Context: an optimization exercise on an open-source flow, tuned for small area, a short achievable clock period and few clock cycles per item. The choices shown serve that exercise and are no tape-out recipe. RTL that was checked went through simulation tests only; none was proved equivalent to the original. The RTL of runs 3 to 5 was laid out without a check of its function. Power is estimated from default activity; no workload was simulated.

### design/flow/config.mk
export PLATFORM = sky130hd
export DESIGN_NAME = mipsExecUnit
export DESIGN_NICKNAME = mipsExecUnit
export VERILOG_FILES = /design/flow/design.v
export SDC_FILE = /design/flow/constraint.sdc
export NUM_CORES = 4
export LEC_CHECK = 0
export CAP_MARGIN = 10
export CORE_MARGIN = 2
export CORE_UTILIZATION = 40
export GPL_TIMING_DRIVEN = 1
export SETUP_SLACK_MARGIN = 2.2
export SLEW_MARGIN = 10
### design/flow/constraint.sdc
create_clock -name core_clock -period 5.0 [get_ports {clk}]
set_input_delay 1.0000 -clock core_clock [delete_from_list [all_inputs] [get_ports {clk}]]
set_output_delay 1.0000 -clock core_clock [all_outputs]
set_load 0.01 [all_outputs]
### design/flow/design.v
package mipsPkg;
    localparam int dataWidth    = 32;
    localparam int regAddrWidth = 5;
    localparam int opWidth      = 6;
    localparam int functWidth   = 6;
    localparam int immWidth     = 16;
    localparam int aluOpWidth   = 4;
    localparam logic [opWidth-1:0] opRtype  = 6'b000000;
    localparam logic [opWidth-1:0] opRegimm = 6'b000001;
    localparam logic [opWidth-1:0] opBeq    = 6'b000100;
    localparam logic [opWidth-1:0] opBne    = 6'b000101;
    localparam logic [opWidth-1:0] opBlez   = 6'b000110;
    localparam logic [opWidth-1:0] opBgtz   = 6'b000111;
    localparam logic [opWidth-1:0] opAddi   = 6'b001000;
    localparam logic [opWidth-1:0] opAddiu  = 6'b001001;
    localparam logic [opWidth-1:0] opSlti   = 6'b001010;
    localparam logic [opWidth-1:0] opSltiu  = 6'b001011;
    localparam logic [opWidth-1:0] opAndi   = 6'b001100;
    localparam logic [opWidth-1:0] opOri    = 6'b001101;
    localparam logic [opWidth-1:0] opXori   = 6'b001110;
    localparam logic [opWidth-1:0] opLui    = 6'b001111;
    localparam logic [functWidth-1:0] functSll  = 6'b000000;
    localparam logic [functWidth-1:0] functSrl  = 6'b000010;
    localparam logic [functWidth-1:0] functSra  = 6'b000011;
    localparam logic [functWidth-1:0] functSllv = 6'b000100;
    localparam logic [functWidth-1:0] functSrlv = 6'b000110;
    localparam logic [functWidth-1:0] functSrav = 6'b000111;
    localparam logic [functWidth-1:0] functAdd  = 6'b100000;
    localparam logic [functWidth-1:0] functAddu = 6'b100001;
    localparam logic [functWidth-1:0] functSub  = 6'b100010;
    localparam logic [functWidth-1:0] functSubu = 6'b100011;
    localparam logic [functWidth-1:0] functAnd  = 6'b100100;
    localparam logic [functWidth-1:0] functOr   = 6'b100101;
    localparam logic [functWidth-1:0] functXor  = 6'b100110;
    localparam logic [functWidth-1:0] functNor  = 6'b100111;
    localparam logic [functWidth-1:0] functSlt  = 6'b101010;
    localparam logic [functWidth-1:0] functSltu = 6'b101011;
    localparam logic [aluOpWidth-1:0] aluZero = 4'd0;    
    localparam logic [aluOpWidth-1:0] aluAdd  = 4'd1;
    localparam logic [aluOpWidth-1:0] aluSub  = 4'd2;
    localparam logic [aluOpWidth-1:0] aluSlt  = 4'd3;
    localparam logic [aluOpWidth-1:0] aluSltu = 4'd4;
    localparam logic [aluOpWidth-1:0] aluAnd  = 4'd5;
    localparam logic [aluOpWidth-1:0] aluOr   = 4'd6;
    localparam logic [aluOpWidth-1:0] aluXor  = 4'd7;
    localparam logic [aluOpWidth-1:0] aluNor  = 4'd8;
    localparam logic [aluOpWidth-1:0] aluSll  = 4'd9;
    localparam logic [aluOpWidth-1:0] aluSrl  = 4'd10;
    localparam logic [aluOpWidth-1:0] aluSra  = 4'd11;
endpackage
`timescale 1ns/1ps
module instrDecode (
    input  logic                             clk,
    input  logic                             rstN,
    input  logic                             inValid,
    output logic                             inReady,
    input  logic [31:0]                      instr,
    input  logic [31:0]                      rsValue,
    input  logic [31:0]                      rtValue,
    output logic                             downValid,
    input  logic                             downReady,
    output logic [mipsPkg::aluOpWidth-1:0]   downAluOp,
    output logic [31:0]                      downPropagate,
    output logic [31:0]                      downGenerate,
    output logic [4:0]                       downShiftAmt,
    output logic [4:0]                       downDest,
    output logic                             downBranchTaken,
    output logic                             downIllegal
);
    logic [5:0]  op;
    logic [5:0]  fn;
    logic [4:0]  rtF;
    logic        isR;
    logic        isRegimm;
    logic [mipsPkg::aluOpWidth-1:0] aluOp;
    logic        branch;
    logic        illegal;
    logic        isLui;
    logic        useImm;
    logic        sub;
    logic [31:0] imm;
    logic [31:0] operandA;
    logic [31:0] operandB;
    logic        reverseB;
    logic [31:0] operandSel;
    logic [31:0] operandOrdered;
    logic        passB;
    logic [4:0]  shiftAmt;
    logic [4:0]  dest;
    logic        rsZero;
    logic        rsNeg;
    logic        eq;
    logic        taken;
    assign op  = instr[31:26];
    assign fn  = instr[5:0];
    assign rtF = instr[20:16];
    assign isR      = (op == mipsPkg::opRtype);
    assign isRegimm = (op == mipsPkg::opRegimm);
    always_comb begin
        aluOp   = mipsPkg::aluZero;
        branch  = 1'b0;
        illegal = 1'b0;
        if (isR) begin
            case (fn)
                mipsPkg::functAdd, mipsPkg::functAddu: aluOp = mipsPkg::aluAdd;
                mipsPkg::functSub, mipsPkg::functSubu: aluOp = mipsPkg::aluSub;
                mipsPkg::functAnd:  aluOp = mipsPkg::aluAnd;
                mipsPkg::functOr:   aluOp = mipsPkg::aluOr;
                mipsPkg::functXor:  aluOp = mipsPkg::aluXor;
                mipsPkg::functNor:  aluOp = mipsPkg::aluNor;
                mipsPkg::functSlt:  aluOp = mipsPkg::aluSlt;
                mipsPkg::functSltu: aluOp = mipsPkg::aluSltu;
                mipsPkg::functSll, mipsPkg::functSllv: aluOp = mipsPkg::aluSll;
                mipsPkg::functSrl, mipsPkg::functSrlv: aluOp = mipsPkg::aluSrl;
                mipsPkg::functSra, mipsPkg::functSrav: aluOp = mipsPkg::aluSra;
                default:            illegal = 1'b1;
            endcase
        end else begin
            case (op)
                mipsPkg::opAddi, mipsPkg::opAddiu: aluOp = mipsPkg::aluAdd;
                mipsPkg::opSlti:  aluOp = mipsPkg::aluSlt;
                mipsPkg::opSltiu: aluOp = mipsPkg::aluSltu;
                mipsPkg::opAndi:  aluOp = mipsPkg::aluAnd;
                mipsPkg::opOri:   aluOp = mipsPkg::aluOr;
                mipsPkg::opXori:  aluOp = mipsPkg::aluXor;
                mipsPkg::opLui:   aluOp = mipsPkg::aluSll;
                mipsPkg::opBeq, mipsPkg::opBne,
                mipsPkg::opBlez, mipsPkg::opBgtz: branch = 1'b1;
                mipsPkg::opRegimm: begin
                    if (rtF[4:1] == 4'd0) begin
                        branch = 1'b1;
                    end else begin
                        illegal = 1'b1;
                    end
                end
                default: illegal = 1'b1;
            endcase
        end
    end
    assign dest = (illegal || branch) ? 5'd0 : (isR ? instr[15:11] : rtF);
    assign isLui  = (op == mipsPkg::opLui);
    assign useImm = op[3];
    assign sub    = op[3] ? (op[1] && !op[2]) : (fn[5] && fn[1] && !fn[2]);
    assign imm    = {{16{instr[15] && !op[2]}}, instr[15:0]};
    assign reverseB = op[3] ? (op[2:0] == 3'b111) : (!fn[5] && !fn[1]);
    assign operandSel = useImm ? imm : rtValue;
    always_comb begin
        for (int i = 0; i < 32; i++) begin
            operandOrdered[i] = reverseB ? operandSel[31-i] : operandSel[i];
        end
    end
    assign operandB = operandOrdered ^ {32{sub}};
    assign passB    = op[3] ? (op[2:0] == 3'b111) : !fn[5];
    assign operandA = rsValue & {32{!passB}};
    assign shiftAmt = isLui ? 5'd16 : (fn[2] ? rsValue[4:0] : instr[10:6]);
    assign rsZero = (rsValue == 32'd0);
    assign rsNeg  = rsValue[31];
    assign eq     = (rsValue == rtValue);
    always_comb begin
        taken = 1'b0;
        if (isRegimm) begin
            taken = rtF[0] ? !rsNeg : rsNeg;
        end else begin
            case (op[1:0])
                2'b00: taken = eq;
                2'b01: taken = !eq;
                2'b10: taken = rsNeg || rsZero;
                2'b11: taken = !rsNeg && !rsZero;
            endcase
        end
        taken = taken && branch;
    end
    assign inReady = !downValid || downReady;
    always_ff @(posedge clk or negedge rstN) begin
        if (!rstN) begin
            downValid <= 1'b0;
        end else if (inReady) begin
            downValid <= inValid;
        end
    end
    always_ff @(posedge clk) begin
        if (inValid && inReady) begin
            downAluOp       <= aluOp;
            downPropagate   <= operandA ^ operandB;
            downGenerate    <= operandA & operandB;
            downShiftAmt    <= shiftAmt;
            downDest        <= dest;
            downBranchTaken <= taken;
            downIllegal     <= illegal;
        end
    end
endmodule
`timescale 1ns/1ps
module aluExecute (
    input  logic [mipsPkg::aluOpWidth-1:0] aluOp,
    input  logic [31:0]                    propagate,
    input  logic [31:0]                    generate_,
    input  logic [4:0]                     shiftAmt,
    output logic [31:0]                    data
);
    logic        selSum, selSlt, selSltu, selAnd, selOr, selXor, selNor;
    logic        selSll, selSrl, selSra;
    logic        cin;
    logic [31:0] p;
    logic [31:0] g;
    logic [31:0] pp;
    logic [31:0] gg;
    logic [31:0] carry;
    logic [31:0] sum;
    logic        cout;
    logic        lessThan;
    logic [31:0] orv;
    logic [31:0] early;
    logic [31:0] shIn;
    logic [31:0] shOut;
    logic        fill;
    assign selSum  = (aluOp == mipsPkg::aluAdd) || (aluOp == mipsPkg::aluSub);
    assign selSlt  = (aluOp == mipsPkg::aluSlt);
    assign selSltu = (aluOp == mipsPkg::aluSltu);
    assign selAnd  = (aluOp == mipsPkg::aluAnd);
    assign selOr   = (aluOp == mipsPkg::aluOr);
    assign selXor  = (aluOp == mipsPkg::aluXor);
    assign selNor  = (aluOp == mipsPkg::aluNor);
    assign selSll  = (aluOp == mipsPkg::aluSll);
    assign selSrl  = (aluOp == mipsPkg::aluSrl);
    assign selSra  = (aluOp == mipsPkg::aluSra);
    assign cin     = (aluOp == mipsPkg::aluSub) || selSlt || selSltu;
    assign p = propagate;
    assign g = generate_;
    always_comb begin
        gg = g;
        pp = p;
        for (int l = 0; l < 5; l++) begin
            for (int j = 0; j < 32; j++) begin
                if (j[l]) begin
                    gg[j] = gg[j] | (pp[j] & gg[((j >> l) << l) - 1]);
                    pp[j] = pp[j] & pp[((j >> l) << l) - 1];
                end
            end
        end
    end
    assign carry = {gg[30:0] | (pp[30:0] & {31{cin}}), cin};
    assign sum   = p ^ carry;
    assign cout  = gg[31] | (pp[31] & cin);
    assign lessThan = selSltu ? !cout : (p[31] ? sum[31] : g[31]);
    assign shIn  = p;
    assign fill  = selSra & p[31];
    always_comb begin
        logic [31:0] x;
        x = shIn;
        for (int l = 0; l < 5; l++) begin
            for (int i = 0; i < 32; i++) begin
                if (shiftAmt[l]) begin
                    x[i] = (i + (1 << l) < 32) ? x[i + (1 << l)] : fill;
                end
            end
        end
        shOut = x;
    end
    assign orv = p | g;
    always_comb begin
        for (int i = 0; i < 32; i++) begin
            early[i] = (selSum & p[i])
                     | (selAnd & g[i])
                     | (selOr  & orv[i])
                     | (selXor & p[i])
                     | (selNor & !orv[i])
                     | ((selSrl | selSra) & shOut[i])
                     | (selSll & shOut[31-i]);
        end
        data    = early ^ (carry & {32{selSum}});
        data[0] = data[0] | ((selSlt | selSltu) & lessThan);
    end
endmodule
`timescale 1ns/1ps
module resultStage (
    input  logic        clk,
    input  logic        rstN,
    input  logic        upValid,
    output logic        upReady,
    input  logic [31:0] upData,
    input  logic [4:0]  upDest,
    input  logic        upBranchTaken,
    input  logic        upIllegal,
    output logic        outValid,
    input  logic        outReady,
    output logic [31:0] outData,
    output logic [4:0]  outDest,
    output logic        outWriteEn,
    output logic        outBranchTaken,
    output logic        outIllegal
);
    logic load;
    assign upReady = !outValid || outReady;
    assign load    = upValid && upReady;
    always_ff @(posedge clk or negedge rstN) begin
        if (!rstN) begin
            outValid <= 1'b0;
        end else if (upReady) begin
            outValid <= upValid;
        end
    end
    always_ff @(posedge clk) begin
        if (load) begin
            outData        <= upData;
            outDest        <= upDest;
            outBranchTaken <= upBranchTaken;
            outIllegal     <= upIllegal;
        end
    end
    assign outWriteEn = (outDest != 5'd0);
endmodule
`timescale 1ns/1ps
module mipsExecUnit (
    input  logic                                clk,
    input  logic                                rstN,
    input  logic                                inValid,
    output logic                                inReady,
    input  logic [mipsPkg::dataWidth-1:0]       instr,
    input  logic [mipsPkg::dataWidth-1:0]       rsValue,
    input  logic [mipsPkg::dataWidth-1:0]       rtValue,
    output logic                                outValid,
    input  logic                                outReady,
    output logic [mipsPkg::dataWidth-1:0]       outData,
    output logic [mipsPkg::regAddrWidth-1:0]    outDest,
    output logic                                outWriteEn,
    output logic                                outBranchTaken,
    output logic                                outIllegal
);
    logic                               decValid;
    logic                               decReady;
    logic [mipsPkg::aluOpWidth-1:0]     decAluOp;
    logic [31:0]                        decPropagate;
    logic [31:0]                        decGenerate;
    logic [4:0]                         decShiftAmt;
    logic [4:0]                         decDest;
    logic                               decBranchTaken;
    logic                               decIllegal;
    logic [31:0]                        exeData;
    instrDecode uDecode (
        .clk             (clk),
        .rstN            (rstN),
        .inValid         (inValid),
        .inReady         (inReady),
        .instr           (instr),
        .rsValue         (rsValue),
        .rtValue         (rtValue),
        .downValid       (decValid),
        .downReady       (decReady),
        .downAluOp       (decAluOp),
        .downPropagate   (decPropagate),
        .downGenerate    (decGenerate),
        .downShiftAmt    (decShiftAmt),
        .downDest        (decDest),
        .downBranchTaken (decBranchTaken),
        .downIllegal     (decIllegal)
    );
    aluExecute uExecute (
        .aluOp    (decAluOp),
        .propagate(decPropagate),
        .generate_(decGenerate),
        .shiftAmt (decShiftAmt),
        .data     (exeData)
    );
    resultStage uResult (
        .clk            (clk),
        .rstN           (rstN),
        .upValid        (decValid),
        .upReady        (decReady),
        .upData         (exeData),
        .upDest         (decDest),
        .upBranchTaken  (decBranchTaken),
        .upIllegal      (decIllegal),
        .outValid       (outValid),
        .outReady       (outReady),
        .outData        (outData),
        .outDest        (outDest),
        .outWriteEn     (outWriteEn),
        .outBranchTaken (outBranchTaken),
        .outIllegal     (outIllegal)
    );
endmodule
### design/flow/flow/run.sh
#!/bin/bash
# Layout flow: the standard ORFS flow with these changes.
#  - Synthesis is the standard one except for the ABC script that maps the
#    combinational logic (flow/abc.script, &nf mapping).
#    Registers are mapped before ABC runs, so they are the standard ones.
#  - Port buffers are buf_1 cells instead of the delay cell buffer_ports picks.
#  - Clock tree synthesis adds no dummy loads to the clock tree.
set -euo pipefail
here=$(pwd)
flowdir=$(cd "$(dirname "${BASH_SOURCE[0]}")" && pwd)

# synth.tcl with the ABC script swapped
sed "s#  log_cmd abc {\*}\$abc_args#  set abc_args [lreplace \$abc_args 0 1 -script $flowdir/abc.script]\n  log_cmd abc {*}\$abc_args#" \
    "$FLOW_HOME/scripts/synth.tcl" > "$here/synth_custom_abc.tcl"
grep -q "abc.script" "$here/synth_custom_abc.tcl"
sed "s#source \$::env(SCRIPTS_DIR)/synth.tcl#source $here/synth_custom_abc.tcl#" \
    "$here/synth_recipe.tcl" > "$here/synth_recipe_custom.tcl"
grep -q "synth_custom_abc.tcl" "$here/synth_recipe_custom.tcl"
sed "s#SYNTH_SCRIPT=[^ ]*synth_recipe.tcl#SYNTH_SCRIPT=$here/synth_recipe_custom.tcl#" \
    "$here/standard.sh" > "$here/standard_custom.sh"
grep -q "synth_recipe_custom.tcl" "$here/standard_custom.sh"

bash "$here/standard_custom.sh" \
    BUFFER_PORTS_ARGS="-buffer_cell sky130_fd_sc_hd__buf_1" \
    CTS_ARGS="-sink_clustering_enable -repair_clock_nets -buf_list sky130_fd_sc_hd__clkbuf_8 -dont_use_dummy_load" \
    finish > "$here/flow_make.log" 2>&1
### design/flow/flow/abc.script

&get -n
&st
&dch
&nf -D 3000
&put
topo
buffer -p
upsize -D 3000
dnsize -D 3000
### design/flow/standard.sh
#!/bin/bash
# synth_recipe.tcl (not shown) runs the flow's synth.tcl, then flattens the netlist and writes it again
# the make line also repeats each setting of config.mk as NAME=value (left out here)
make -C /OpenROAD-flow-scripts/flow DESIGN_CONFIG=/design/flow/config.mk WORK_HOME=/design/flow/orfs CLKGATE_MAP_FILE= SYNTH_SCRIPT=/design/flow/synth_recipe.tcl "${@:-finish}"
==> run summary, run 1 <==
Setup crit end kind=register; Placer Congestion=0.963; HP Class=in2async; drt pass-1 iters=5; Cell Area, Synth=9960 um2; crit share post-route=0.572; CP arrival=about 3.0 ns; drt via density=5.98; H-tree depth=4; Synth Area in Simple Gates=0.158; CTS tree=built; Via Count=between 9000 and 10000; Root Driver=clkbuf_8; power share of the sequential group=0.448; # diodes=0; achievable clock frequency=350 MHz; XOR/XNOR Fraction of Synth Area=0.0835; RSZ-0062 raised after global routing=yes; detailed router's first-iteration violation count=1233; antenna violations before repair=0; Int Power=0.00205 W; worst slew pin tran=between 1 and 1.5 ns; ys async rst share=0.0165; largest cells by area after synthesis=edfxtp_1 (36%), xnor2_1 (7.1%), mux2i_1 (5.2%); Seq/Total Area, Yosys=0.364; crit-path max FO=10; static leakage=between 4 and 5 nW; Final Setup Violations=0; hold slack final=roughly 0.34 ns; Port Buffers=~140; EDFF count, synth=~120; Area Growth Syn to Fin=14.6%; I/O pin cnt=between 100 and 150; Worst EP required=between 5 and 6 ns; core area=between 20000 and 25000 um2; clk buf depth=2; CTS buffer count=17; most numerous cell in the Yosys netlist=nor2_1; Synth top cells by count=nor2_1 (126), edfxtp_1 (119), a21oi_1 (83); skew final=roughly 0.034 ns; Critical Path Source Type=register; first-pass GRT wire length=roughly 50000 um; Fill cells=2407; clock latency (worst-skew pair)=~0.44 ns; largest net degree at the start of global routing=81; Yosys top cell by area=edfxtp_1; number of synthesized register bits=approximately 120; Switch Pwr=0.00113 W; Multi-input gate area=6150 um2; DRT antenna net count=0; Gate power share=0.352; post-synthesis compound-gate area fraction=0.206; nets=~1300; Yosys warning count=3; vias in the first global route=between 8000 and 9000; area share of fa/ha/maj cells after synthesis=0.0452; die area=about 26000 um2; Cells after Synth=around 1100; Clock power frac=0.200; Peak VDD IR=0.148 mV; DPL Wire Length=about 25000 um; total wire length=32700 um; Worst-path clk slew=around 0.070 ns; DRC Markers=0; Slew HR=0.224; share of layout cells above drive strength 1=0.114; Rows=57; die height=between 150 and 200 um; kind of critical path=reg2reg; mux share of post-synthesis cell area=0.113; Yosys cell types=59; min Tclk post-route=between 2 and 3 ns; dominant synthesized flop cell=edfxtp_1; drt wl/cell=about 21 um; Starting Density=0.408; status=complete, no violations; # clock sinks=around 120; syn_nets=roughly 1200; switching share of power=0.355; total grt overflow=0; Hold Fails Final Rpt=0; final slew viol count=0; Mapped Avg Cell Area=9.30 um2; main combinational cell family by area after synthesis=compound AO/OA/AOI/OAI gates; setup TNS=0 ns; Power Dens Cells=~280 nW/um2; max_cap viols=0; Setup WS pre-CTS=~1.5 ns; die width=around 160 um; FF+latch area=3620 um2; Synth top area share=0.359; Setup WS post-layout=2.14 ns; Total GRT Usage=0.244
[state kept, by name, indices dropped and copies added (netlist names)]
register / cells
uDecode.downAluOp: 4
uDecode.downBranchTaken: 1
uDecode.downDest: 5
uDecode.downGenerate: 32
uDecode.downIllegal: 1
uDecode.downPropagate: 32
uDecode.downShiftAmt: 5
uDecode.downValid: 1
uResult.outBranchTaken: 1
uResult.outData: 32
uResult.outDest: 5
uResult.outIllegal: 1
uResult.outValid: 1
[final timing paths]
path | from | end | slack (ns) | cells after the start
max | uDecode.downShiftAmt[1] | uResult.outData[0] | 2.14 | 9
min | rstN | uDecode.downValid | 0.34 | 1
max reg2reg | uDecode.downShiftAmt[1] | uResult.outData[0] | 2.14 | 9
min reg2reg | uDecode.downBranchTaken | uResult.outBranchTaken | 0.43 | 0
max in group asynchronous | rstN | uResult.outValid | 4.51 | 1
min in group core_clock | uDecode.downBranchTaken | uResult.outBranchTaken | 0.43 | 0
[metal layers]
layer | wire [um] | track usage | vias to the layer above
li1 | - | - | 4282
met5 | 0 | 0 | -
met4 | 826 | 0.0768 | 0
met3 | 2390 | 0.0396 | 43
met1 | 14900 | 0.352 | 4329
met2 | 14600 | 0.378 | 491
[logic make-up (layout without fill, tap and decap cells)]
family / count (synthesis) / in the layout
simple gates: 336 / 336
compound gates: 317 / 317
flops: 121 / 121
xor+xnor: 95 / 95
mux: 84 / 84
buf+inv: 82 / 217
fa+ha+maj: 36 / 36
[repair_timing]
item | in CTS | in global routing
resized for setup | 18 | 25
hold buffers | 0 | 0
gates cloned | 0 | 1
setup endpoints to repair | 97 | 59
pin swaps | 1 | 2
buffers inserted | 12 | 19
[worst max-delay path: stages, from the launching register on]
cell	delay, ns
edfxtp_1	0.47
buf_12	0.18
mux4_2	0.53
mux2_2	0.32
mux2i_4	0.18
a21oi_2	0.12
a221o_1	0.32
a21oi_1	0.15
xor2_1	0.17
nand3_1	0.13
[power groups by stage]
stage | Combinational, W | Sequential (W) | Clock, W
global placement | 0.000999 | 0.00146 | 0
detailed placement | 0.00100 | 0.00146 | 0
finish | 0.00112 | 0.00142 | 0.000636
global route | 0.00122 | 0.00143 | 0.000691
floorplan | 0.000704 | 0.00140 | 0
CTS | 0.00104 | 0.00144 | 0.000657
[metrics by stage]
stage	power, W	utilization	instance area, um2	instances
2_1_floorplan	0.00210	-	9980	1071
3_3_place_gp	0.00246	0.442	10800	1480
3_5_place_dp	0.00246	0.442	10800	1480
4_1_cts	0.00313	0.458	11200	1509
5_1_grt	0.00334	0.468	11400	1530
6_report	0.00318	0.468	11400	1530
[cell type report]
cell class              instances  area share
clock buffers                  17      0.0205
inverters                      13     0.00482
multi-input cells             868       0.539
flip-flops and latches        121       0.317
well taps                     324      0.0355
repair buffers                187      0.0826
[cells in the final DEF, fill, tap and decap left out, types with 4 or more instances in the layout]
cell / synthesis / final
nand3_1: 9 / 9
buf_4: 0 / 47
mux2i_1: 52 / 49
a221o_1: 7 / 7
and2_1: 38 / 36
nor3_1: 17 / 15
o221ai_1: 8 / 8
inv_1: 10 / 10
o21a_1: 28 / 28
nand4_1: 19 / 19
o21ai_1: 1 / 8
clkbuf_8: 0 / 17
edfxtp_1: 119 / 119
mux4_2: 22 / 22
xnor2_1: 81 / 80
a21o_1: 22 / 22
o211ai_1: 9 / 9
nor4_1: 13 / 13
buf_1: 4 / 134
ha_1: 36 / 36
or2_2: 7 / 7
a211o_1: 6 / 6
a211oi_1: 11 / 9
nand2b_1: 13 / 12
nand2_1: 77 / 76
o21ai_0: 75 / 68
a31oi_1: 10 / 8
a21oi_1: 83 / 81
o22ai_1: 5 / 4
a221oi_1: 18 / 17
xor2_1: 14 / 14
a22oi_1: 11 / 10
mux2_2: 10 / 10
nor2_1: 126 / 125
Testbench counts, summed over its fixed seeds: cycles 24,016, items 24,000.
==> run 2: changes to the inputs <==
--- a/design/flow/flow/run.sh
+++ b/design/flow/flow/run.sh
@@ -22,5 +22,5 @@
 
 bash "$here/standard_custom.sh" \
     BUFFER_PORTS_ARGS="-buffer_cell sky130_fd_sc_hd__buf_1" \
-    CTS_ARGS="-sink_clustering_enable -repair_clock_nets -buf_list sky130_fd_sc_hd__clkbuf_8 -dont_use_dummy_load" \
+    CTS_ARGS="-sink_clustering_enable -repair_clock_nets -buf_list sky130_fd_sc_hd__clkbuf_8 -sink_clustering_size 40 -sink_clustering_max_diameter 300 -sink_clustering_levels 1 -dont_use_dummy_load" \
     finish > "$here/flow_make.log" 2>&1
--- a/design/flow/config.mk
+++ b/design/flow/config.mk
@@ -5,9 +5,9 @@
 export SDC_FILE = /design/flow/constraint.sdc
 export NUM_CORES = 4
 export LEC_CHECK = 0
-export CAP_MARGIN = 10
+export CAP_MARGIN = 20
 export CORE_MARGIN = 2
 export CORE_UTILIZATION = 40
 export GPL_TIMING_DRIVEN = 1
 export SETUP_SLACK_MARGIN = 2.2
-export SLEW_MARGIN = 10
+export SLEW_MARGIN = 20
==> run summary, run 2 <==
status=complete, no violations; DRC Markers=0; die area=about 26000 um2; I/O pin cnt=142; drt wl/cell=approximately 21 um; commonest non-fill, non-tap cell in the layout=buf_1; main combinational cell family by area after synthesis=compound AO/OA/AOI/OAI gates; ys async rst share=0.0165; crit share post-route=0.553; drt via density=between 5 and 6; Cells after Synth=between 1000 and 1500; static leakage=between 4 and 5 nW; Total GRT Usage=0.247; # clock sinks=121; RSZ-0062 raised after global routing=yes; area share of fa/ha/maj cells after synthesis=0.0452; skew final=~0.045 ns; max_cap viols=0; worst reg2reg path depth=9; Critical Path Source Type=register; Mapped Avg Cell Area=~9.3 um2; EDFF count, synth=between 100 and 150; Cell Area, Synth=9960 um2; Power Dens Cells=between 200 and 300 nW/um2; Final Setup Violations=0; Largest regs=uDecode.downGenerate x32, uDecode.downPropagate x32, uResult.outData x32; Setup crit end kind=register; Synth Area in Simple Gates=0.158; Seq/Total Area, Yosys=0.364; Yosys warning count=3; Via Count=between 9000 and 10000; clk buf depth=2; Crit path largest cell delay=0.47 ns; die width=around 160 um; M3 GR Usage=0.0472; global route hottest layer=met1; largest net degree at the start of global routing=between 80 and 90; min Tclk post-route=approximately 2.8 ns; r2r endpoint=uResult.outData[28]; FF+latch area=approximately 3600 um2; most frequent cells in the layout=buf_1 (134), nor2_1 (124), edfxtp_1 (119), xnor2_1 (81), a21oi_1 (79); die height=about 160 um; Tot Pwr=0.00317 W; Starting Density=0.408; Fill cells=between 2000 and 2500; crit-path max FO=8; Placer Congestion=0.963; mux share of post-synthesis cell area=0.113; antenna violations before repair=0; Hold Fails Final Rpt=0; most numerous cell in the Yosys netlist=nor2_1; kind of critical path=reg2reg; met1 Use GR=0.358; # diodes=0; CP cell instances=buf_4 > buf_4 > mux2i_1 > nor2_1 > o32ai_1 > a21oi_1 > a22oi_1 > o221ai_1 > xor2_1; XOR/XNOR Fraction of Synth Area=0.0835; CTS tree=built; Crit path top cell by count=buf_4; Area Growth Syn to Fin=14.5%; achievable clock frequency=~360 MHz; number of synthesized register bits=between 100 and 150; Multi-input gate area=~6000 um2; dominant synthesized flop cell=edfxtp_1; nets=about 1300; M2 GR Usage=0.358; setup TNS=0 ns; Synth top cells by count=nor2_1 (126), edfxtp_1 (119), a21oi_1 (83); Port Buffers=136; Synth top area share=0.359; post-synthesis compound-gate area fraction=0.206; worst slew pin tran=1.17 ns; Hold Buf Count CTS=0; DPL Wire Length=24600 um; Peak VDD IR=about 0.16 mV; largest cells by area after synthesis=edfxtp_1 (36%), xnor2_1 (7.1%), mux2i_1 (5.2%); R2R Setup Slk=approximately 2.2 ns; H-tree depth=4; clock latency (worst-skew pair)=~0.46 ns; Yosys top cell by area=edfxtp_1; syn_nets=1207; r2r startpoint=uDecode.downShiftAmt[0]; share of layout cells above drive strength 1=0.109; Worst EP required=slightly above 5 ns; Yosys cell types=59; detailed router's first-iteration violation count=approximately 1000; Root Driver=clkbuf_8; first-pass GRT wire length=49400 um; CTS buffer count=17; total grt overflow=0; Slew HR=0.218; DRT antenna net count=0; core area=about 24000 um2; CP max-delay cell=a22oi_1; vias in the first global route=about 8300; Worst-path clk slew=about 0.070 ns; total wire length=32500 um; Rows=57; drt pass-1 iters=6; final slew viol count=0; HP Class=in2async; CP arrival=a little under 3 ns; hold slack final=around 0.33 ns
-- run 2: cell counts after synthesis --
No cell type changed its count.
-- run 2: where the power goes --
| group | leakage [nW] | switching [W] | internal [W] |
|---|---|---|---|
| Combinational | 2.81 | 0.000647 | 0.000467 |
| Sequential | 1.19 | 0.000138 | 0.00129 |
| Clock | 0.122 | 0.000338 | 0.000298 |
-- run 2: worst max-delay path by stage --
| stage | from | to | slack, ns | depth (start not counted) |
|---|---|---|---|---|
| 6_report | uDecode.downShiftAmt[0] | uResult.outData[28] | 2.24 | 9 |
| 5_1_grt | uDecode.downShiftAmt[0] | uResult.outData[3] | 2.08 | 10 |
| 4_1_cts | uDecode.downPropagate[1] | uResult.outData[0] | 2.17 | 9 |
| 3_5_place_dp | instr[29] | uDecode.downPropagate[30] | 1.50 | 8 |
| 3_3_place_gp | instr[29] | uDecode.downPropagate[30] | 1.51 | 8 |
| 2_1_floorplan | instr[28] | uDecode.downPropagate[16] | 2.20 | 10 |
-- run 2: timing repair --
item	CTS	global route
setup endpoints to repair	98	57
gates cloned	0	0
setup buffers	9	24
gates resized for setup	14	25
pin swaps	1	1
-- run 2: final cells by class --
class                   count  share of cell area
flip-flops and latches    121               0.318
clock buffers              17              0.0205
repair buffers            187              0.0827
well taps                 324              0.0355
inverters                  13             0.00483
multi-input cells         868               0.539
-- run 2: cells by family (layout without fill, tap and decap cells) --
family | count (synthesis) | count (layout)
xor+xnor | 95 | 95
fa+ha+maj | 36 | 36
compound gates | 317 | 317
mux | 84 | 84
buf+inv | 82 | 217
simple gates | 336 | 336
flops | 121 | 121
-- run 2: stage by stage --
stage,area [um2],instances,setup slack [ns],util
2_1_floorplan,9980,1071,2.20,-
3_3_place_gp,10800,1480,1.51,0.442
3_5_place_dp,10800,1480,1.50,0.442
6_report,11400,1530,2.24,0.468
4_1_cts,11100,1506,2.17,0.457
5_1_grt,11400,1530,2.08,0.468
-- run 2: worst max-delay path, delay by kind of cell, from the launching register on --
| family | cells | cell delay, ns |
|---|---|---|
| xor+xnor | 1 | 0.21 |
| compound gates | 4 | 1.19 |
| simple gates | 1 | 0.08 |
| mux | 1 | 0.24 |
| buf+inv | 2 | 0.37 |
| flops | 1 | 0.42 |
-- run 2: layer usage --
| layer | wire length (um) | share of wire |
|---|---|---|
| met5 | 0 | 0 |
| met4 | 1320 | 0.041 |
| met3 | 2500 | 0.077 |
| met2 | 14000 | 0.43 |
| met1 | 14700 | 0.45 |
==> run 3: changes to the inputs <==
--- a/design/flow/design.v
+++ b/design/flow/design.v
@@ -80,6 +80,7 @@
     logic        sub;
     logic [31:0] imm;
     logic [31:0] operandA;
+    logic [31:0] operandAx;
     logic [31:0] operandB;
     logic        reverseB;
     logic [31:0] operandSel;
@@ -152,6 +153,7 @@
     assign operandB = operandOrdered ^ {32{sub}};
     assign passB    = op[3] ? (op[2:0] == 3'b111) : !fn[5];
     assign operandA = rsValue & {32{!passB}};
+    assign operandAx = operandA ^ {32{sub}};
     assign shiftAmt = isLui ? 5'd16 : (fn[2] ? rsValue[4:0] : instr[10:6]);
     assign rsZero = (rsValue == 32'd0);
     assign rsNeg  = rsValue[31];
@@ -181,7 +183,7 @@
     always_ff @(posedge clk) begin
         if (inValid && inReady) begin
             downAluOp       <= aluOp;
-            downPropagate   <= operandA ^ operandB;
+            downPropagate   <= operandAx ^ operandOrdered;
             downGenerate    <= operandA & operandB;
             downShiftAmt    <= shiftAmt;
             downDest        <= dest;
--- a/design/flow/flow/run.sh
+++ b/design/flow/flow/run.sh
@@ -22,5 +22,5 @@
 
 bash "$here/standard_custom.sh" \
     BUFFER_PORTS_ARGS="-buffer_cell sky130_fd_sc_hd__buf_1" \
-    CTS_ARGS="-sink_clustering_enable -repair_clock_nets -buf_list sky130_fd_sc_hd__clkbuf_8 -sink_clustering_size 40 -sink_clustering_max_diameter 300 -sink_clustering_levels 1 -dont_use_dummy_load" \
+    CTS_ARGS="-sink_clustering_enable -repair_clock_nets -buf_list sky130_fd_sc_hd__clkbuf_8 -dont_use_dummy_load" \
     finish > "$here/flow_make.log" 2>&1
==> run summary, run 3 <==
Yosys warning count=3; Root Driver=clkbuf_8; I/O pin cnt=around 140; Worst EP required=~5.2 ns; kind of critical path=reg2reg; dominant synthesized flop cell=edfxtp_1; detailed router's first-iteration violation count=approximately 960; Largest regs=uDecode.downGenerate x32, uDecode.downPropagate x32, uResult.outData x32; clock latency (worst-skew pair)=0.45 ns; CP max-delay cell=o21ai_0; final slew viol count=0; min Tclk post-route=approximately 2.8 ns; Final Setup Violations=0; largest cells by area after synthesis=edfxtp_1 (36%), mux4_2 (6.6%), a21oi_1 (5.9%); Synth top area share=0.362; syn_nets=1214; Crit path largest cell delay=approximately 0.48 ns; Final Instance Count excl. Fillers=around 1600; drt pass-1 iters=5; Area Growth Syn to Fin=15.6%; R2R Setup Slk=2.23 ns; drt via density=about 6.1; Clock power frac=0.206; core area=roughly 24000 um2; vias in the first global route=8530; achievable clock frequency=around 360 MHz; worst reg2reg path depth=9; clk buf depth=2; largest net degree at the start of global routing=between 80 and 90; total wire length=~34000 um; nets=~1300; worst slew pin tran=1.24 ns; Seq/Total Area, Yosys=0.367; CP arrival=just over 3 ns; skew final=around 0.028 ns; crit-path max FO=5; Critical Path Source Type=register; H-tree depth=4; Cells after Synth=around 1100; Slew HR=0.170; r2r endpoint=uResult.outData[6]; Placer Congestion=0.977; Setup WS pre-CTS=~1.5 ns; crit share post-route=0.555; ys async rst share=0.0165; # clock sinks=between 100 and 150; Synth top cells by count=nor2_1 (151), edfxtp_1 (119), a21oi_1 (116); DRC Markers=0; drt wl/cell=between 20 and 25 um; Yosys top cell by area=edfxtp_1; Rows=57; Int Power=slightly above 0.002 W; Mapped Avg Cell Area=a little under 9 um2; power share of the sequential group=0.444; static leakage=4.08 nW; r2r startpoint=uDecode.downShiftAmt[0]; HP Class=in2async; Power Dens Cells=between 200 and 300 nW/um2; die area=26000 um2; EDFF count, synth=about 120; Yosys cell types=between 60 and 70; Crit path top cell by count=buf_4; Buf/Inv on CP=3; Hold Buf Count CTS=0; Placed Instances=about 1500; Util after Layout=0.470; DPL Wire Length=about 25000 um; post-route cell area=11400 um2; die width=161 um; RSZ-0062 raised after global routing=yes; CP cell instances=buf_4 > buf_4 > buf_4 > o211a_1 > o311ai_0 > nand2_1 > o21ai_0 > a21oi_1 > xnor2_1; max_cap viols=0; Placed Instance Area=between 10000 and 15000 um2; Hold Fails Final Rpt=0; Port Buffers=around 140; most frequent cells in the layout=nor2_1 (148), buf_1 (132), edfxtp_1 (119), a21oi_1 (112), nand2_1 (73); Gate power share=0.350; Setup crit end kind=register; commonest non-fill, non-tap cell in the layout=nor2_1; most numerous cell in the Yosys netlist=nor2_1; Setup WS post-layout=around 2.2 ns; Switch Pwr=between 0.001 and 0.0015 W; switching share of power=0.359; Worst-path clk slew=approximately 0.080 ns; critical path's top delay family=compound AO/OA/AOI/OAI gates; Total GRT Usage=0.256; number of synthesized register bits=approximately 120; Via Count=~9500; status=complete, no violations; antenna violations before repair=0; CTS buffer count=17; setup TNS=0 ns; total grt overflow=0; first-pass GRT wire length=approximately 50000 um; share of layout cells above drive strength 1=0.133; # diodes=0; Worst path depth=9; DRT antenna net count=0; Starting Density=0.406; CTS tree=built; Cell Area, Synth=9880 um2; Peak VDD IR=approximately 0.17 mV; die height=roughly 160 um
-- run 3: final cells by class --
cell class / count / area (um2)
flip-flops and latches: 121 / 3620
well taps: 324 / 405
fillers: 2382 / 12900
multi-input cells: 883 / 6070
repair buffers: 193 / 975
clock buffers: 17 / 234
inverters: 27 / 113
-- run 3: through the flow --
stage,total power (W),hold WS [ns]
5_1_grt,0.00330,0.305
4_1_cts,0.00310,0.301
3_3_place_gp,0.00241,0.401
2_1_floorplan,0.00207,0.400
6_report,0.00316,0.315
3_5_place_dp,0.00241,0.405
-- run 3: cells by family (layout without fill, tap and decap cells) --
| logic type | Yosys count | in the layout | share of synthesized area |
|---|---|---|---|
| compound gates | 356 | 356 | 0.228 |
| flops | 121 | 121 | 0.367 |
| simple gates | 362 | 362 | 0.169 |
| xor+xnor | 81 | 81 | 0.0718 |
| mux | 80 | 80 | 0.119 |
| fa+ha+maj | 4 | 4 | 0.00507 |
| buf+inv | 106 | 237 | 0.0403 |
-- run 3: worst register-to-register path: stages, from the launching register on --
cell	delay, ns
edfxtp_1	0.41
buf_4	0.18
buf_4	0.15
buf_4	0.15
o211a_1	0.24
o311ai_0	0.33
nand2_1	0.16
o21ai_0	0.48
a21oi_1	0.18
xnor2_1	0.31
-- run 3: power groups by stage --
stage                     Clock, W  Sequential, W  Combinational [W]
after floorplan                  0        0.00137           0.000692
after global placement           0        0.00143           0.000981
after detailed placement         0        0.00143           0.000983
after CTS                 0.000661        0.00140            0.00103
after global routing      0.000692        0.00141            0.00119
final                     0.000650        0.00140            0.00111
-- run 3: worst max-delay path by stage --
stage / from / to / slack (ns)
floorplan: uDecode.downShiftAmt[1] / uResult.outData[29] / 2.18
global placement: uDecode.downShiftAmt[1] / uResult.outData[0] / 1.45
detailed placement: uDecode.downShiftAmt[1] / uResult.outData[0] / 1.46
CTS: uDecode.downShiftAmt[1] / uResult.outData[0] / 2.14
global route: uDecode.downAluOp[0] / uResult.outData[0] / 2.14
finish: uDecode.downShiftAmt[0] / uResult.outData[6] / 2.23
-- run 3: layer usage --
metal	part of all wire	wire (um)	GRT usage	up-vias
met3	0.087	2940	0.0478	97
met2	0.42	14100	0.371	546
met5	0	0	0	-
met1	0.45	15100	0.370	4402
met4	0.048	1620	0.122	0
li1	-	-	-	4449
-- run 3: repair_timing --
item,in CTS,in global routing
pin swaps,3,6
resized for setup,31,34
setup endpoints to repair,97,66
buffers inserted,16,21
gates cloned,0,0
==> run 4: changes to the inputs <==
--- a/design/flow/design.v
+++ b/design/flow/design.v
@@ -80,7 +80,6 @@
     logic        sub;
     logic [31:0] imm;
     logic [31:0] operandA;
-    logic [31:0] operandAx;
     logic [31:0] operandB;
     logic        reverseB;
     logic [31:0] operandSel;
@@ -138,7 +137,7 @@
             endcase
         end
     end
-    assign dest = (illegal || branch) ? 5'd0 : (isR ? instr[15:11] : rtF);
+    assign dest = isR ? instr[15:11] : rtF;
     assign isLui  = (op == mipsPkg::opLui);
     assign useImm = op[3];
     assign sub    = op[3] ? (op[1] && !op[2]) : (fn[5] && fn[1] && !fn[2]);
@@ -153,7 +152,6 @@
     assign operandB = operandOrdered ^ {32{sub}};
     assign passB    = op[3] ? (op[2:0] == 3'b111) : !fn[5];
     assign operandA = rsValue & {32{!passB}};
-    assign operandAx = operandA ^ {32{sub}};
     assign shiftAmt = isLui ? 5'd16 : (fn[2] ? rsValue[4:0] : instr[10:6]);
     assign rsZero = (rsValue == 32'd0);
     assign rsNeg  = rsValue[31];
@@ -183,7 +181,7 @@
     always_ff @(posedge clk) begin
         if (inValid && inReady) begin
             downAluOp       <= aluOp;
-            downPropagate   <= operandAx ^ operandOrdered;
+            downPropagate   <= operandA ^ operandB;
             downGenerate    <= operandA & operandB;
             downShiftAmt    <= shiftAmt;
             downDest        <= dest;
@@ -339,6 +337,7 @@
     logic                               decBranchTaken;
     logic                               decIllegal;
     logic [31:0]                        exeData;
+    logic [4:0]                         exeDest;
     instrDecode uDecode (
         .clk             (clk),
         .rstN            (rstN),
@@ -364,13 +363,14 @@
         .shiftAmt (decShiftAmt),
         .data     (exeData)
     );
+    assign exeDest = (decAluOp == mipsPkg::aluZero) ? 5'd0 : decDest;
     resultStage uResult (
         .clk            (clk),
         .rstN           (rstN),
         .upValid        (decValid),
         .upReady        (decReady),
         .upData         (exeData),
-        .upDest         (decDest),
+        .upDest         (exeDest),
         .upBranchTaken  (decBranchTaken),
         .upIllegal      (decIllegal),
         .outValid       (outValid),
==> run summary, run 4 <==
status=complete, no violations; max_cap viols=0; die height=roughly 160 um; Hold Fails Final Rpt=0; Fill cells=2350; worst slew pin tran=around 1.0 ns; antenna violations before repair=0; Root Driver=clkbuf_8; kind of critical path=reg2reg; Seq/Total Area, Yosys=0.366; Mapped Avg Cell Area=around 9.4 um2; static leakage=4.05 nW; die width=between 150 and 200 um; Yosys warning count=3; Setup crit end kind=register; Hold Buf Count CTS=0; total wire length=between 30000 and 40000 um; die area=approximately 26000 um2; Starting Density=0.407; most numerous cell in the Yosys netlist=edfxtp_1; achievable clock frequency=roughly 350 MHz; Largest regs=uDecode.downGenerate x32, uDecode.downPropagate x32, uResult.outData x32; number of synthesized register bits=between 100 and 150; Setup WS pre-CTS=~1.5 ns; CP arrival=3.04 ns; clk buf depth=2; RSZ-0062 raised after global routing=yes; setup TNS=0 ns; Worst-path clk slew=0.08 ns; CTS tree=built; Setup WS post-layout=between 2 and 2.5 ns; Synth top cells by count=edfxtp_1 (119), nor2_1 (112), a21oi_1 (94); Critical Path Source Type=register; HP Class=in2async; DPL Wire Length=~25000 um; r2r startpoint=uDecode.downAluOp[1]; Yosys cell types=59; syn_nets=approximately 1200; Slew HR=0.302; Yosys top cell by area=edfxtp_1; Cell Area, Synth=roughly 9900 um2; DRC Markers=0; H-tree depth=4; min Tclk post-route=2.86 ns; skew final=between 0.02 and 0.025 ns; Total GRT Usage=0.254; Port Buffers=roughly 140; Final Setup Violations=0; I/O pin cnt=142; worst reg2reg path depth=10; commonest non-fill, non-tap cell in the layout=buf_1; core area=roughly 24000 um2; r2r endpoint=uResult.outData[19]; # diodes=0; Rows=57; largest cells by area after synthesis=edfxtp_1 (36%), xnor2_1 (6.9%), mux4_2 (6.4%); most frequent cells in the layout=buf_1 (132), edfxtp_1 (119), nor2_1 (108), a21oi_1 (91), xnor2_1 (78); nets=~1300; drt wl/cell=21.9 um; ys async rst share=0.0165; dominant synthesized flop cell=edfxtp_1; Peak VDD IR=0.153 mV; # clock sinks=about 120; CTS buffer count=17; Cells after Synth=between 1000 and 1500; final slew viol count=0; Area Growth Syn to Fin=15.7%; crit-path max FO=17; first-pass GRT wire length=approximately 50000 um; Placer Congestion=just under 1; Via Count=approximately 9200; total grt overflow=0; Power Dens Cells=281 nW/um2; Worst EP required=slightly above 5 ns; detailed router's first-iteration violation count=roughly 1000; Synth top area share=0.361; drt via density=approximately 6; crit share post-route=0.572; vias in the first global route=~8400; DRT antenna net count=0; drt pass-1 iters=6; largest net degree at the start of global routing=81; share of layout cells above drive strength 1=0.130; clock latency (worst-skew pair)=about 0.44 ns; R2R Setup Slk=around 2.1 ns; EDFF count, synth=119
==> run 4: cell type report <==
class                      instances  area [um2]  area share
multi-input combinational        852        6140       0.536
sequential                       121        3620       0.316
tap                              324         405      0.0354
clock buffer                      17         234      0.0204
timing repair buffer             191         993      0.0868
inverter                          15        58.8     0.00514
==> run 4: worst max-delay path by stage <==
| stage | start | endpoint | slack [ns] | cells past startpoint |
|---|---|---|---|---|
| floorplan | instr[2] | uDecode.downPropagate[10] | 2.14 | 8 |
| global placement | instr[2] | uDecode.downPropagate[27] | 1.48 | 8 |
| detailed placement | instr[29] | uDecode.downPropagate[3] | 1.47 | 9 |
| CTS | uDecode.downShiftAmt[2] | uResult.outData[0] | 2.17 | 9 |
| global route | uDecode.downAluOp[1] | uResult.outData[15] | 2.08 | 10 |
| finish | uDecode.downAluOp[1] | uResult.outData[19] | 2.14 | 10 |
==> run 4: cell families after synthesis <==
| kind of cell | count (synthesis) | share of synthesized area |
|---|---|---|
| xor gates and xnor gates | 96 | 0.0850 |
| DFF | 121 | 0.366 |
| buffers and inverters | 81 | 0.0307 |
| AOI/OAI and AO/OA | 320 | 0.205 |
| and+or+nand+nor | 327 | 0.157 |
| muxes | 73 | 0.111 |
| adders and majority gates | 36 | 0.0455 |
==> run 4: report_power, final <==
part | internal [W] | switching [W] | total (W)
logic | 0.000476 | 0.000662 | 0.00114
registers | 0.00129 | 0.000138 | 0.00143
clock network | 0.000299 | 0.000358 | 0.000656
total | 0.00206 | 0.00116 | 0.00322
==> run 4: repair_timing <==
item | 4_1_cts | 5_1_grt
gates resized for setup | 16 | 40
buffers inserted | 19 | 19
endpoints found under the setup margin | 78 | 54
cloned | 1 | 0
pin swaps | 5 | 4
==> run 4: through the flow <==
| step | util | instances | area [um2] | hold slack, ns | total power (W) |
|---|---|---|---|---|---|
| finish | 0.471 | 1520 | 11500 | 0.321 | 0.00322 |
| global route | 0.471 | 1520 | 11500 | 0.297 | 0.00338 |
| CTS | 0.460 | 1501 | 11200 | 0.309 | 0.00316 |
| detailed placement | 0.441 | 1464 | 10700 | 0.419 | 0.00247 |
| global placement | 0.441 | 1464 | 10700 | 0.400 | 0.00246 |
| floorplan | - | 1054 | 9910 | 0.400 | 0.00211 |
==> run 4: critical path: stages, from the launching register on <==
cell	delay (ns)
edfxtp_1	0.42
buf_4	0.15
buf_4	0.12
or2_2	0.29
nand3_1	0.07
buf_4	0.31
o21ai_2	0.27
a221oi_1	0.54
o21ai_0	0.16
a21oi_1	0.18
xor2_1	0.10
==> run 4: per-layer routing <==
layer | vias up | share of wire | track usage
met1 | 4340 | 0.45 | 0.365
met4 | 0 | 0.027 | 0.0816
li1 | 4254 | - | -
met2 | 493 | 0.44 | 0.383
met5 | - | 0 | 0
met3 | 65 | 0.087 | 0.0557
==> run 5: changes to the inputs <==
--- a/design/flow/design.v
+++ b/design/flow/design.v
@@ -62,7 +62,8 @@
     output logic [mipsPkg::aluOpWidth-1:0]   downAluOp,
     output logic [31:0]                      downPropagate,
     output logic [31:0]                      downGenerate,
-    output logic [4:0]                       downShiftAmt,
+    output logic [4:0]                       downShiftAmtLo,
+    output logic [4:0]                       downShiftAmtHi,
     output logic [4:0]                       downDest,
     output logic                             downBranchTaken,
     output logic                             downIllegal
@@ -137,7 +138,7 @@
             endcase
         end
     end
-    assign dest = isR ? instr[15:11] : rtF;
+    assign dest = (illegal || branch) ? 5'd0 : (isR ? instr[15:11] : rtF);
     assign isLui  = (op == mipsPkg::opLui);
     assign useImm = op[3];
     assign sub    = op[3] ? (op[1] && !op[2]) : (fn[5] && fn[1] && !fn[2]);
@@ -183,7 +184,8 @@
             downAluOp       <= aluOp;
             downPropagate   <= operandA ^ operandB;
             downGenerate    <= operandA & operandB;
-            downShiftAmt    <= shiftAmt;
+            downShiftAmtLo  <= shiftAmt;
+            downShiftAmtHi  <= shiftAmt & {5{passB}};
             downDest        <= dest;
             downBranchTaken <= taken;
             downIllegal     <= illegal;
@@ -195,7 +197,8 @@
     input  logic [mipsPkg::aluOpWidth-1:0] aluOp,
     input  logic [31:0]                    propagate,
     input  logic [31:0]                    generate_,
-    input  logic [4:0]                     shiftAmt,
+    input  logic [4:0]                     shiftAmtLo,      
+    input  logic [4:0]                     shiftAmtHi,      
     output logic [31:0]                    data
 );
     logic        selSum, selSlt, selSltu, selAnd, selOr, selXor, selNor;
@@ -250,7 +253,7 @@
         x = shIn;
         for (int l = 0; l < 5; l++) begin
             for (int i = 0; i < 32; i++) begin
-                if (shiftAmt[l]) begin
+                if ((i < 16) ? shiftAmtLo[l] : shiftAmtHi[l]) begin
                     x[i] = (i + (1 << l) < 32) ? x[i + (1 << l)] : fill;
                 end
             end
@@ -332,12 +335,12 @@
     logic [mipsPkg::aluOpWidth-1:0]     decAluOp;
     logic [31:0]                        decPropagate;
     logic [31:0]                        decGenerate;
-    logic [4:0]                         decShiftAmt;
+    logic [4:0]                         decShiftAmtLo;
+    logic [4:0]                         decShiftAmtHi;
     logic [4:0]                         decDest;
     logic                               decBranchTaken;
     logic                               decIllegal;
     logic [31:0]                        exeData;
-    logic [4:0]                         exeDest;
     instrDecode uDecode (
         .clk             (clk),
         .rstN            (rstN),
@@ -351,7 +354,8 @@
         .downAluOp       (decAluOp),
         .downPropagate   (decPropagate),
         .downGenerate    (decGenerate),
-        .downShiftAmt    (decShiftAmt),
+        .downShiftAmtLo  (decShiftAmtLo),
+        .downShiftAmtHi  (decShiftAmtHi),
         .downDest        (decDest),
         .downBranchTaken (decBranchTaken),
         .downIllegal     (decIllegal)
@@ -360,17 +364,17 @@
         .aluOp    (decAluOp),
         .propagate(decPropagate),
         .generate_(decGenerate),
-        .shiftAmt (decShiftAmt),
+        .shiftAmtLo(decShiftAmtLo),
+        .shiftAmtHi(decShiftAmtHi),
         .data     (exeData)
     );
-    assign exeDest = (decAluOp == mipsPkg::aluZero) ? 5'd0 : decDest;
     resultStage uResult (
         .clk            (clk),
         .rstN           (rstN),
         .upValid        (decValid),
         .upReady        (decReady),
         .upData         (exeData),
-        .upDest         (exeDest),
+        .upDest         (decDest),
         .upBranchTaken  (decBranchTaken),
         .upIllegal      (decIllegal),
         .outValid       (outValid),
==> run summary, run 5 <==
crit share post-route=0.578; crit-path max FO=7; Worst path depth=8; total wire length=roughly 36000 um; setup TNS=0 ns; Multi-input gate area=roughly 6300 um2; antenna violations before repair=1; min Tclk post-route=2.89 ns; max_cap viols=0; kind of critical path=reg2reg; core area=roughly 25000 um2; Worst-path clk slew=approximately 0.070 ns; Total GRT Usage=0.273; Synth top cells by count=edfxtp_1 (124), nor2_1 (110), a21oi_1 (94); Cell Area, Synth=just over 10000 um2; Hold Fails Final Rpt=0; Tot Pwr=~0.0033 W; HP Class=in2async; Crit path largest cell delay=0.52 ns; Buf/Inv on CP=0; first-pass GRT wire length=53400 um; share of layout cells above drive strength 1=0.139; number of synthesized register bits=around 130; Slew HR=0.193; Yosys top cell by area=edfxtp_1; FF+latch area=roughly 3800 um2; Placer Congestion=between 0.9 and 1; Root Driver=clkbuf_8; RSZ-0062 raised after global routing=yes; syn_nets=between 1000 and 1500; total grt overflow=0; drt wl/cell=roughly 23 um; critical path's top delay family=compound AO/OA/AOI/OAI gates; Critical Path Source Type=register; achievable clock frequency=approximately 350 MHz; # clock sinks=approximately 130; CP cell instances=nand4b_1 > o21ai_0 > a21oi_1 > nor2_1 > a21oi_2 > o21ai_1 > a211oi_2 > xor2_1; drt via density=a little over 6; CP max-delay cell=o21ai_1; vias in the first global route=just under 9000; Worst EP required=between 5 and 6 ns; Power Dens Cells=roughly 280 nW/um2; worst reg2reg path depth=8; hold slack final=between 0.3 and 0.4 ns; Peak VDD IR=0.154 mV; final slew viol count=0; CTS tree=built; status=complete, no violations; ys async rst share=0.0159; Setup crit end kind=register; dominant synthesized flop cell=edfxtp_1; DRC Markers=0; detailed router's first-iteration violation count=approximately 1000; CP arrival=approximately 3.1 ns; die width=~160 um; drt pass-1 iters=6; Cells after Synth=1084; DPL Wire Length=roughly 28000 um; largest cells by area after synthesis=edfxtp_1 (37%), mux4_2 (5.5%), mux2i_1 (5.1%); # diodes=0; Port Buffers=roughly 140; DRT antenna net count=0; Via Count=roughly 9400; Largest regs=uDecode.downGenerate x32, uDecode.downPropagate x32, uResult.outData x32; most frequent cells in the layout=buf_1 (132), edfxtp_1 (124), nor2_1 (97), nand2_1 (85), a21oi_1 (74); CTS buffer count=17; Seq/Total Area, Yosys=0.371; most numerous cell in the Yosys netlist=edfxtp_1; Mapped Avg Cell Area=between 9 and 10 um2; worst slew pin tran=1.21 ns; Final Setup Violations=0; Starting Density=0.406; clock latency (worst-skew pair)=between 0.4 and 0.5 ns; Synth top area share=0.366; largest net degree at the start of global routing=56; Hold Buf Count CTS=0; EDFF count, synth=124; clk buf depth=2; skew final=about 0.038 ns; Area Growth Syn to Fin=16.3%; H-tree depth=4; Rows=between 50 and 60; nets=around 1400; static leakage=roughly 4.3 nW; commonest non-fill, non-tap cell in the layout=buf_1; Yosys cell types=60; die area=between 20000 and 30000 um2; die height=about 160 um; Fill cells=2386; Yosys warning count=3; I/O pin cnt=approximately 140
==> run 5: cell types whose count changed in the layout (fill, tap and decap cells not counted), sizes merged, moves of 8 or more <==
cell / change
a22oi: +8
mux2i: +18
o221ai: +13
inv: +14
xnor2: -19
o21ai: -15
nand4: -8
==> run 5: kinds of logic after synthesis <==
family | count (synthesis) | synth area share
xor gates and xnor gates | 80 | 0.0690
AOI/OAI and AO/OA | 331 | 0.213
buffers and inverters | 99 | 0.0367
muxes | 84 | 0.114
DFF | 126 | 0.371
and+or+nand+nor | 328 | 0.152
adders and majority gates | 36 | 0.0443
==> run 5: path summary, 6_finish.rpt <==
check	to	slack, ns	from
min in group core_clock	uResult.outDest[2]	0.43	uDecode.downDest[2]
worst max-delay path	uResult.outData[9]	2.11	uDecode.downAluOp[2]
worst min register to register	uResult.outDest[2]	0.43	uDecode.downDest[2]
max in group asynchronous	uResult.outValid	4.54	rstN
worst min-delay path	uDecode.downValid	0.34	rstN
worst max register to register	uResult.outData[9]	2.11	uDecode.downAluOp[2]
==> run 5: repair_timing <==
item | CTS | global route
setup endpoints to repair | 47 | 53
gates cloned | 0 | 0
setup buffers | 25 | 10
gates resized for setup | 31 | 31
pin swaps | 2 | 6
==> run 5: metal layers <==
metal	up-vias	global-route usage	wire length, um
li1	4352	-	-
met1	4451	0.357	15000
met2	509	0.423	16300
met3	102	0.0515	2900
met4	2	0.158	2080
met5	-	0	13
==> run 5: through the flow <==
stage | util | area [um2] | worst slack, ns | std cells
4_1_cts | 0.464 | 11600 | 2.21 | 1538
6_report | 0.472 | 11800 | 2.11 | 1548
5_1_grt | 0.472 | 11800 | 2.05 | 1548
2_1_floorplan | - | 10300 | 2.20 | 1084
3_5_place_dp | 0.441 | 11000 | 1.52 | 1496
3_3_place_gp | 0.441 | 11000 | 1.53 | 1496
==> run 5: power breakdown <==
| group | total [W] | leakage, nW | internal (W) | switching [W] |
|---|---|---|---|---|
| clock | 0.000641 | 0.122 | 0.000298 | 0.000342 |
| sequential | 0.00150 | 1.24 | 0.00134 | 0.000159 |
| combinational | 0.00118 | 2.91 | 0.000482 | 0.000695 |
| total | 0.00331 | 4.27 | 0.00212 | 0.00120 |
==> run 5: worst register-to-register path, delay by kind of cell (launching register included) <==
family / cells / cell delay, ns
AOI/OAI and AO/OA: 5 / 1.32
DFF: 1 / 0.51
xor gates and xnor gates: 1 / 0.20
and+or+nand+nor: 2 / 0.60
==> run 5: area by class of cell <==
type | count | share of cell area
multi-input combinational | 859 | 0.532
sequential | 126 | 0.319
timing repair buffer | 186 | 0.0837
tap | 330 | 0.0350
clock buffer | 17 | 0.0198
inverter | 30 | 0.0102

[what the ideal ports hide]
Ports are ideal in the flow. The routed layouts listed here were re-timed in OpenROAD.
Step 1 (the two cells are an assumption about what drives the block):
set clk [get_ports {clk}]
set_driving_cell -lib_cell sky130_fd_sc_hd__clkbuf_16 $clk
set_driving_cell -lib_cell sky130_fd_sc_hd__buf_2 [delete_from_list [all_inputs] $clk]
Step 2, shift: input delay + t, output delay - t, t = (earliest + latest rising clock arrival at the registers) / 2. This alone moves slack from input paths to output paths.
Slacks: ideal ports / drivers / drivers and shift; pairs: ideal ports / drivers.
run	t, ns	setup slack, ns	worst slew at a driven data input, ns
run 1	0.470	2.142 / 2.142 / 1.846	0.05
run 2	0.480	2.237 / 2.237 / 1.826	0.05
run 3	0.485	2.225 / 2.225 / 1.851	0.05
run 4	0.472	2.141 / 2.141 / 1.819	0.06
run 5	0.478	2.111 / 2.111 / 1.815	0.04
After both steps every run listed still meets setup and hold. For run 2, which loses most, drivers alone change the setup slack by 0.000 ns; drivers and shift together by -0.411 ns.
